Background: an optimization exercise with open tools, aiming at small area. Do not read the settings as production practice.
Where RTL was checked, it was by simulation tests only, not by an equivalence proof against the original.

==> trial 46 <==
## osc_phase_multi
module osc_phase_multi #(
  parameter int ACC_W = 24,
  parameter int OUT_W = 16
) (
  input  logic             clk,
  input  logic             rst_n,
  input  logic             sample_en,
  input  logic [ACC_W-1:0] inc_in,
  input  logic             inc_load,
  input  logic             sync,
  input  logic [OUT_W-1:0] duty,
  input  logic [OUT_W-1:0] amp,
  output logic             inc_pending,
  output logic [OUT_W-1:0] saw,
  output logic [OUT_W-1:0] tri_o,
  output logic [OUT_W-1:0] sqr,
  output logic             out_valid,
  output logic             wrap
);
clock: 8.0 ns
lec_check: 0
cap_margin: 20
core_margin: 2
core_utilization: 40
slew_margin: 20
synth_hierarchical: 1
synth_minimum_keep_size: 0
standard.sh (not shown) runs the stock make flow with config.mk's settings and CLKGATE_MAP_FILE= SYNTH_SCRIPT=/design/flow/synth_recipe.tcl, a recipe that flattens the netlist after the stock synthesis.
==> flow/flow/run.sh <==
#!/bin/bash
set -euo pipefail
export BUFFER_PORTS_ARGS="-buffer_cell sky130_fd_sc_hd__buf_1"
export CTS_ARGS="-sink_clustering_enable -repair_clock_nets -dont_use_dummy_load -buf_list sky130_fd_sc_hd__clkbuf_8 -root_buf sky130_fd_sc_hd__clkbuf_8"
R=orfs/results/sky130hd/osc_phase_multi/base
bash standard.sh synth > synth.log 2>&1
DS_ODB=$R/1_synth.odb openroad -no_init -exit flow/downsize.tcl > downsize.log 2>&1
bash standard.sh > flow.log 2>&1
==> flow/flow/downsize.tcl <==
# Swap every combinational cell to the smallest-area cell of the same
# function family (same name up to the drive-strength suffix, same pins);
# the flow's later repair steps size cells up again where timing needs it.
set db [ord::get_db]
read_db $::env(DS_ODB)

set masters [dict create]
foreach lib [$db getLibs] { foreach m [$lib getMasters] {
  set n [$m getName]
  if {[regexp {^(sky130_fd_sc_hd__[a-z0-9]+)_([0-9]+)$} $n -> base sz]} {
    set area [expr {[$m getWidth] * [$m getHeight]}]
    # smallest area; among equal areas the strongest drive
    if {![dict exists $masters $base]} {
      dict set masters $base [list $m $area $sz]
    } else {
      lassign [dict get $masters $base] bm ba bs
      if {$area < $ba || ($area == $ba && $sz > $bs)} {
        dict set masters $base [list $m $area $sz]
      }
    }
  }
} }
set dont_use [expr {[info exists ::env(DONT_USE_CELLS)] ? [split $::env(DONT_USE_CELLS)] : {}}]
set n 0
set sw [dict create]
foreach inst [[[$db getChip] getBlock] getInsts] {
  set m [$inst getMaster]
  set name [$m getName]
  if {![regexp {^(sky130_fd_sc_hd__[a-z0-9]+)_([0-9]+)$} $name -> base sz]} continue
  if {[regexp {^sky130_fd_sc_hd__(df|sdf|edf|dl|clk|conb|tap|fill|decap)} $name]} continue
  if {![dict exists $masters $base]} continue
  set best [lindex [dict get $masters $base] 0]
  if {$best eq $m} continue
  if {[lsearch -exact $dont_use [$best getName]] >= 0} continue
  if {[$inst swapMaster $best]} { incr n; dict incr sw "$name->[$best getName]" }
}
puts "downsize: swapped $n instances: $sw"
write_db $::env(DS_ODB)
==> build 68: changes against trial 46 <==
--- a/flow/design.v
+++ b/flow/design.v
@@ -2068,28 +2068,31 @@
     a2_q    <= a;
     cin_t_n_q <= ~cin_t;
     cin_s_n_q <= ~cin_s;
     p15_q   <= p15;
     sq2_q   <= sq_q;
   end
-  logic [15:0] tri_s, saw_s, v;
+  logic [15:0] tri_s, saw_s;
   logic [14:0] ys_n;
   logic        d, anz;
   assign ys_n = a2_q[15:1] & {15{~p15_q}};
   assign anz  = (a2_q != 16'd0);
   assign d    = anz & (~a2_q[0] | a2_q[15]);
-  logic [15:0] vb;
+  logic [15:0] nxv, vc, v;
+  logic        e;
+  assign nxv = ~{1'b0, a2_q[15:1]};
+  assign e   = d | (~sq2_q & ~anz);
   always_comb begin
-    vb[0] = d;
-    for (int k = 1; k < 16; k++) vb[k] = vb[k-1] & ~a2_q[k];
+    vc[0] = e;
+    for (int k = 1; k < 16; k++) vc[k] = vc[k-1] & nxv[k-1];
   end
-  assign v = {1'b0, a2_q[15:1]} ^ vb;
+  assign v = nxv ^ vc;
   assign inc_pending = pending_q;
   assign saw         = saw_s;
   assign tri_o       = tri_s ^ {16{p15_q}};
-  assign sqr         = sq2_q ? v : (anz ? ~v : 16'd0);
+  assign sqr         = v ^ {16{sq2_q}};
   assign out_valid   = valid_q;
   assign wrap        = wrap_q;
 endmodule
 module osc_fa (input logic a, input logic b, input logic ci, output logic s, output logic co);
   assign s  = a ^ b ^ ci;
   assign co = (a & b) | (a & ci) | (b & ci);
--- a/flow/config.mk
+++ b/flow/config.mk
@@ -5,9 +5,10 @@
 export SDC_FILE = /design/flow/constraint.sdc
 export NUM_CORES = 4
 export LEC_CHECK = 0
 export CAP_MARGIN = 20
 export CORE_MARGIN = 2
 export CORE_UTILIZATION = 40
+export GPL_TIMING_DRIVEN = 0
 export SLEW_MARGIN = 20
 export SYNTH_HIERARCHICAL = 1
 export SYNTH_MINIMUM_KEEP_SIZE = 0
==> reports/metrics.csv <==
metric;value;unit
synthesized net count;1546;
multi-input combinational cell area;9410;um2
largest net degree at the start of global routing;78;
worst hold slack;0.356;ns
vias per cell;5.11;
hold_sp;wrap1_q;
Row Count;65;
outcome;timing/DRC/antenna clean;
I/O Buffers;111;
Met3 Routed Length;1.97;mm
Worst path depth;18;
final core occ;44.2;%
Die Span X;182;um
vias in the first global route;9689;
Mapped Cells;1236;
# the run above: trial 46

==> reports/metrics.csv <==
metric;value;unit
Row Count;64;
synthesized net count;1545;
non-clk buf share;4.25;%
Die Span X;181;um
Met3 Routed Length;1.77;mm
Mapped Cells;1235;
vias in the first global route;9746;
worst hold slack;0.328;ns
multi-input combinational cell area;9360;um2
initial antenna violation count;1;
I/O Buffers;110;
Worst path depth;20;
vias per cell;5.12;
largest net degree at the start of global routing;32;
outcome;timing/DRC/antenna clean;
final core occ;44.8;%
# the run above: build 68

For trial 46, only the layout was checked, not whether the RTL still works.

========
==> inputs of job 8010 <==
osc_phase_multi, a different RTL version from the one above (not shown whole).
clock: 8.0 ns
lec_check: 0
cap_margin: 20
core_margin: 2
core_utilization: 40
slew_margin: 20
synth_hierarchical: 1
synth_minimum_keep_size: 0
==> flow/flow/run.sh <==
#!/bin/bash
set -euo pipefail
export BUFFER_PORTS_ARGS="-buffer_cell sky130_fd_sc_hd__buf_1"
export CTS_ARGS="-sink_clustering_enable -repair_clock_nets -dont_use_dummy_load"
bash standard.sh > flow.log 2>&1
==> inputs of job 2502, as changes to job 8010 <==
--- a/flow/design.v
+++ b/flow/design.v
@@ -2173,13 +2173,18 @@
   logic [15:0] tri_s, saw_s, v;
   logic [14:0] ys_n;
   logic        d, anz;
   assign ys_n = a2_q[15:1] & {15{~p15_q}};
   assign anz  = (a2_q != 16'd0);
   assign d    = anz & (~a2_q[0] | a2_q[15]);
-  assign v    = {1'b0, a2_q[15:1]} - {15'd0, d};
+  logic [15:0] vb;
+  always_comb begin
+    vb[0] = d;
+    for (int k = 1; k < 16; k++) vb[k] = vb[k-1] & ~((k < 16) ? a2_q[k] : 1'b0);
+  end
+  assign v = {1'b0, a2_q[15:1]} ^ vb;
   assign inc_pending = pending_q;
   assign saw         = saw_s;
   assign tri_o       = tri_s ^ {16{p15_q}};
   assign sqr         = sq2_q ? v : (anz ? ~v : 16'd0);
   assign out_valid   = valid_q;
   assign wrap        = wrap_q;
==> flow/flow/run.sh (replaced) <==
#!/bin/bash
set -euo pipefail
export BUFFER_PORTS_ARGS="-buffer_cell sky130_fd_sc_hd__buf_1"
export CTS_ARGS="-sink_clustering_enable -repair_clock_nets -dont_use_dummy_load -buf_list sky130_fd_sc_hd__clkbuf_8 -root_buf sky130_fd_sc_hd__clkbuf_8 -sink_clustering_size 30 -sink_clustering_max_diameter 150"
R=orfs/results/sky130hd/osc_phase_multi/base
bash standard.sh synth > synth.log 2>&1
DS_ODB=$R/1_synth.odb openroad -no_init -exit flow/downsize.tcl > downsize.log 2>&1
bash standard.sh > flow.log 2>&1
==> flow/flow/downsize.tcl (new file) <==
# Swap every combinational cell to the smallest-area cell of the same
# function family (same name up to the drive-strength suffix, same pins);
# the flow's later repair steps size cells up again where timing needs it.
set db [ord::get_db]
read_db $::env(DS_ODB)

set masters [dict create]
foreach lib [$db getLibs] { foreach m [$lib getMasters] {
  set n [$m getName]
  if {[regexp {^(sky130_fd_sc_hd__[a-z0-9]+)_([0-9]+)$} $n -> base sz]} {
    set area [expr {[$m getWidth] * [$m getHeight]}]
    # smallest area; among equal areas the strongest drive
    if {![dict exists $masters $base]} {
      dict set masters $base [list $m $area $sz]
    } else {
      lassign [dict get $masters $base] bm ba bs
      if {$area < $ba || ($area == $ba && $sz > $bs)} {
        dict set masters $base [list $m $area $sz]
      }
    }
  }
} }
set dont_use [expr {[info exists ::env(DONT_USE_CELLS)] ? [split $::env(DONT_USE_CELLS)] : {}}]
set n 0
set sw [dict create]
foreach inst [[[$db getChip] getBlock] getInsts] {
  set m [$inst getMaster]
  set name [$m getName]
  if {![regexp {^(sky130_fd_sc_hd__[a-z0-9]+)_([0-9]+)$} $name -> base sz]} continue
  if {[regexp {^sky130_fd_sc_hd__(df|sdf|edf|dl|clk|conb|tap|fill|decap)} $name]} continue
  if {![dict exists $masters $base]} continue
  set best [lindex [dict get $masters $base] 0]
  if {$best eq $m} continue
  if {[lsearch -exact $dont_use [$best getName]] >= 0} continue
  if {[$inst swapMaster $best]} { incr n; dict incr sw "$name->[$best getName]" }
}
puts "downsize: swapped $n instances: $sw"
write_db $::env(DS_ODB)
==> inputs of job 4368, as changes to job 8010 <==
==> flow/run.sh (new file) <==
#!/bin/bash
# synth_recipe.tcl (not shown) runs the flow's synth.tcl, then flattens the netlist and writes it again
# the make line also repeats each setting of config.mk as NAME=value (left out here)
make -C /OpenROAD-flow-scripts/flow DESIGN_CONFIG=/design/flow/config.mk WORK_HOME=/design/flow/orfs CLKGATE_MAP_FILE= SYNTH_SCRIPT=/design/flow/synth_recipe.tcl finish
removed: flow/flow/run.sh
removed: flow/standard.sh
==> inputs of job 4253, as changes to job 8010 <==
--- a/flow/design.v
+++ b/flow/design.v
@@ -2173,13 +2173,18 @@
   logic [15:0] tri_s, saw_s, v;
   logic [14:0] ys_n;
   logic        d, anz;
   assign ys_n = a2_q[15:1] & {15{~p15_q}};
   assign anz  = (a2_q != 16'd0);
   assign d    = anz & (~a2_q[0] | a2_q[15]);
-  assign v    = {1'b0, a2_q[15:1]} - {15'd0, d};
+  logic [15:0] vb;
+  always_comb begin
+    vb[0] = d;
+    for (int k = 1; k < 16; k++) vb[k] = vb[k-1] & ~((k < 16) ? a2_q[k] : 1'b0);
+  end
+  assign v = {1'b0, a2_q[15:1]} ^ vb;
   assign inc_pending = pending_q;
   assign saw         = saw_s;
   assign tri_o       = tri_s ^ {16{p15_q}};
   assign sqr         = sq2_q ? v : (anz ? ~v : 16'd0);
   assign out_valid   = valid_q;
   assign wrap        = wrap_q;
==> flow/flow/run.sh (replaced) <==
#!/bin/bash
set -euo pipefail
export BUFFER_PORTS_ARGS="-buffer_cell sky130_fd_sc_hd__buf_1"
export CTS_ARGS="-sink_clustering_enable -repair_clock_nets -dont_use_dummy_load -buf_list sky130_fd_sc_hd__clkbuf_8 -root_buf sky130_fd_sc_hd__clkbuf_8"
R=orfs/results/sky130hd/osc_phase_multi/base
bash standard.sh synth > synth.log 2>&1
DS_ODB=$R/1_synth.odb openroad -no_init -exit flow/downsize.tcl > downsize.log 2>&1
bash standard.sh > flow.log 2>&1
==> flow/flow/downsize.tcl (new file) <==
# Swap every combinational cell to the smallest-area cell of the same
# function family (same name up to the drive-strength suffix, same pins);
# the flow's later repair steps size cells up again where timing needs it.
set db [ord::get_db]
read_db $::env(DS_ODB)

set masters [dict create]
foreach lib [$db getLibs] { foreach m [$lib getMasters] {
  set n [$m getName]
  if {[regexp {^(sky130_fd_sc_hd__[a-z0-9]+)_([0-9]+)$} $n -> base sz]} {
    set area [expr {[$m getWidth] * [$m getHeight]}]
    # smallest area; among equal areas the strongest drive
    if {![dict exists $masters $base]} {
      dict set masters $base [list $m $area $sz]
    } else {
      lassign [dict get $masters $base] bm ba bs
      if {$area < $ba || ($area == $ba && $sz > $bs)} {
        dict set masters $base [list $m $area $sz]
      }
    }
  }
} }
set dont_use [expr {[info exists ::env(DONT_USE_CELLS)] ? [split $::env(DONT_USE_CELLS)] : {}}]
set n 0
set sw [dict create]
foreach inst [[[$db getChip] getBlock] getInsts] {
  set m [$inst getMaster]
  set name [$m getName]
  if {![regexp {^(sky130_fd_sc_hd__[a-z0-9]+)_([0-9]+)$} $name -> base sz]} continue
  if {[regexp {^sky130_fd_sc_hd__(df|sdf|edf|dl|clk|conb|tap|fill|decap)} $name]} continue
  if {![dict exists $masters $base]} continue
  set best [lindex [dict get $masters $base] 0]
  if {$best eq $m} continue
  if {[lsearch -exact $dont_use [$best getName]] >= 0} continue
  if {[$inst swapMaster $best]} { incr n; dict incr sw "$name->[$best getName]" }
}
puts "downsize: swapped $n instances: $sw"
write_db $::env(DS_ODB)
==> comparison <==
- In critical path depth, job 2502 and job 4253 do not differ.
- Synthesized area is the same in job 2502 and job 4253.
- Sequential share of layout area: job 4368 is lower than job 8010 (1.1 points).
- Job 4253 produced a clean layout. Job 8010 passed the timing, design-rule and antenna checks. Job 4368 finished clean. Job 2502 completed without violations.
- Via count is about the same in job 4368 and job 8010.
- Final area: job 2502 is smaller than job 4368 (about 9%).
- Utilization: job 4368 is higher than job 2502 (3.0 points).
- Of job 4253 and job 4368, job 4368 has the higher count of clock-buffer cells in the layout (gap 2).

==> port drivers added, routing unchanged <==
Ports are ideal in the flow. The routed layouts listed here were re-timed in OpenROAD. Step 1 sets driving cells, clkbuf_16 on the clock port and buf_2 on the other inputs (assumed; they add their load-dependent delay and slew). Step 2 adds t to the input delays and takes it off the output delays; t is the mean of the earliest and latest rising clock arrival at the registers after step 1. Input paths then give back, and output paths get back, about the clock's delay inside the block. Slacks: ideal ports / drivers / drivers and shift; pairs: ideal ports / drivers.
run	shift t [ns]	setup WS [ns]	slew at the worst register clock pin (ns)	cell pins on the clock port's net
trial 46	0.487	0.798 / 0.751 / 0.478	0.09 / 0.09	1
build 68	0.502	0.452 / 0.408 / 0.207	0.09 / 0.09	1
job 8010	0.461	1.157 / 1.179 / 0.719	0.06 / 0.06	1
job 2502	0.483	0.878 / 0.904 / 0.421	0.09 / 0.09	1
job 4368	0.486	0.839 / 0.852 / 0.366	0.08 / 0.08	1
job 4253	0.483	0.878 / 0.904 / 0.421	0.09 / 0.09	1
After both steps setup and hold are still met in every run listed. For job 4368, which loses most, drivers alone change the setup slack by +0.013 ns; drivers and shift together by -0.473 ns.
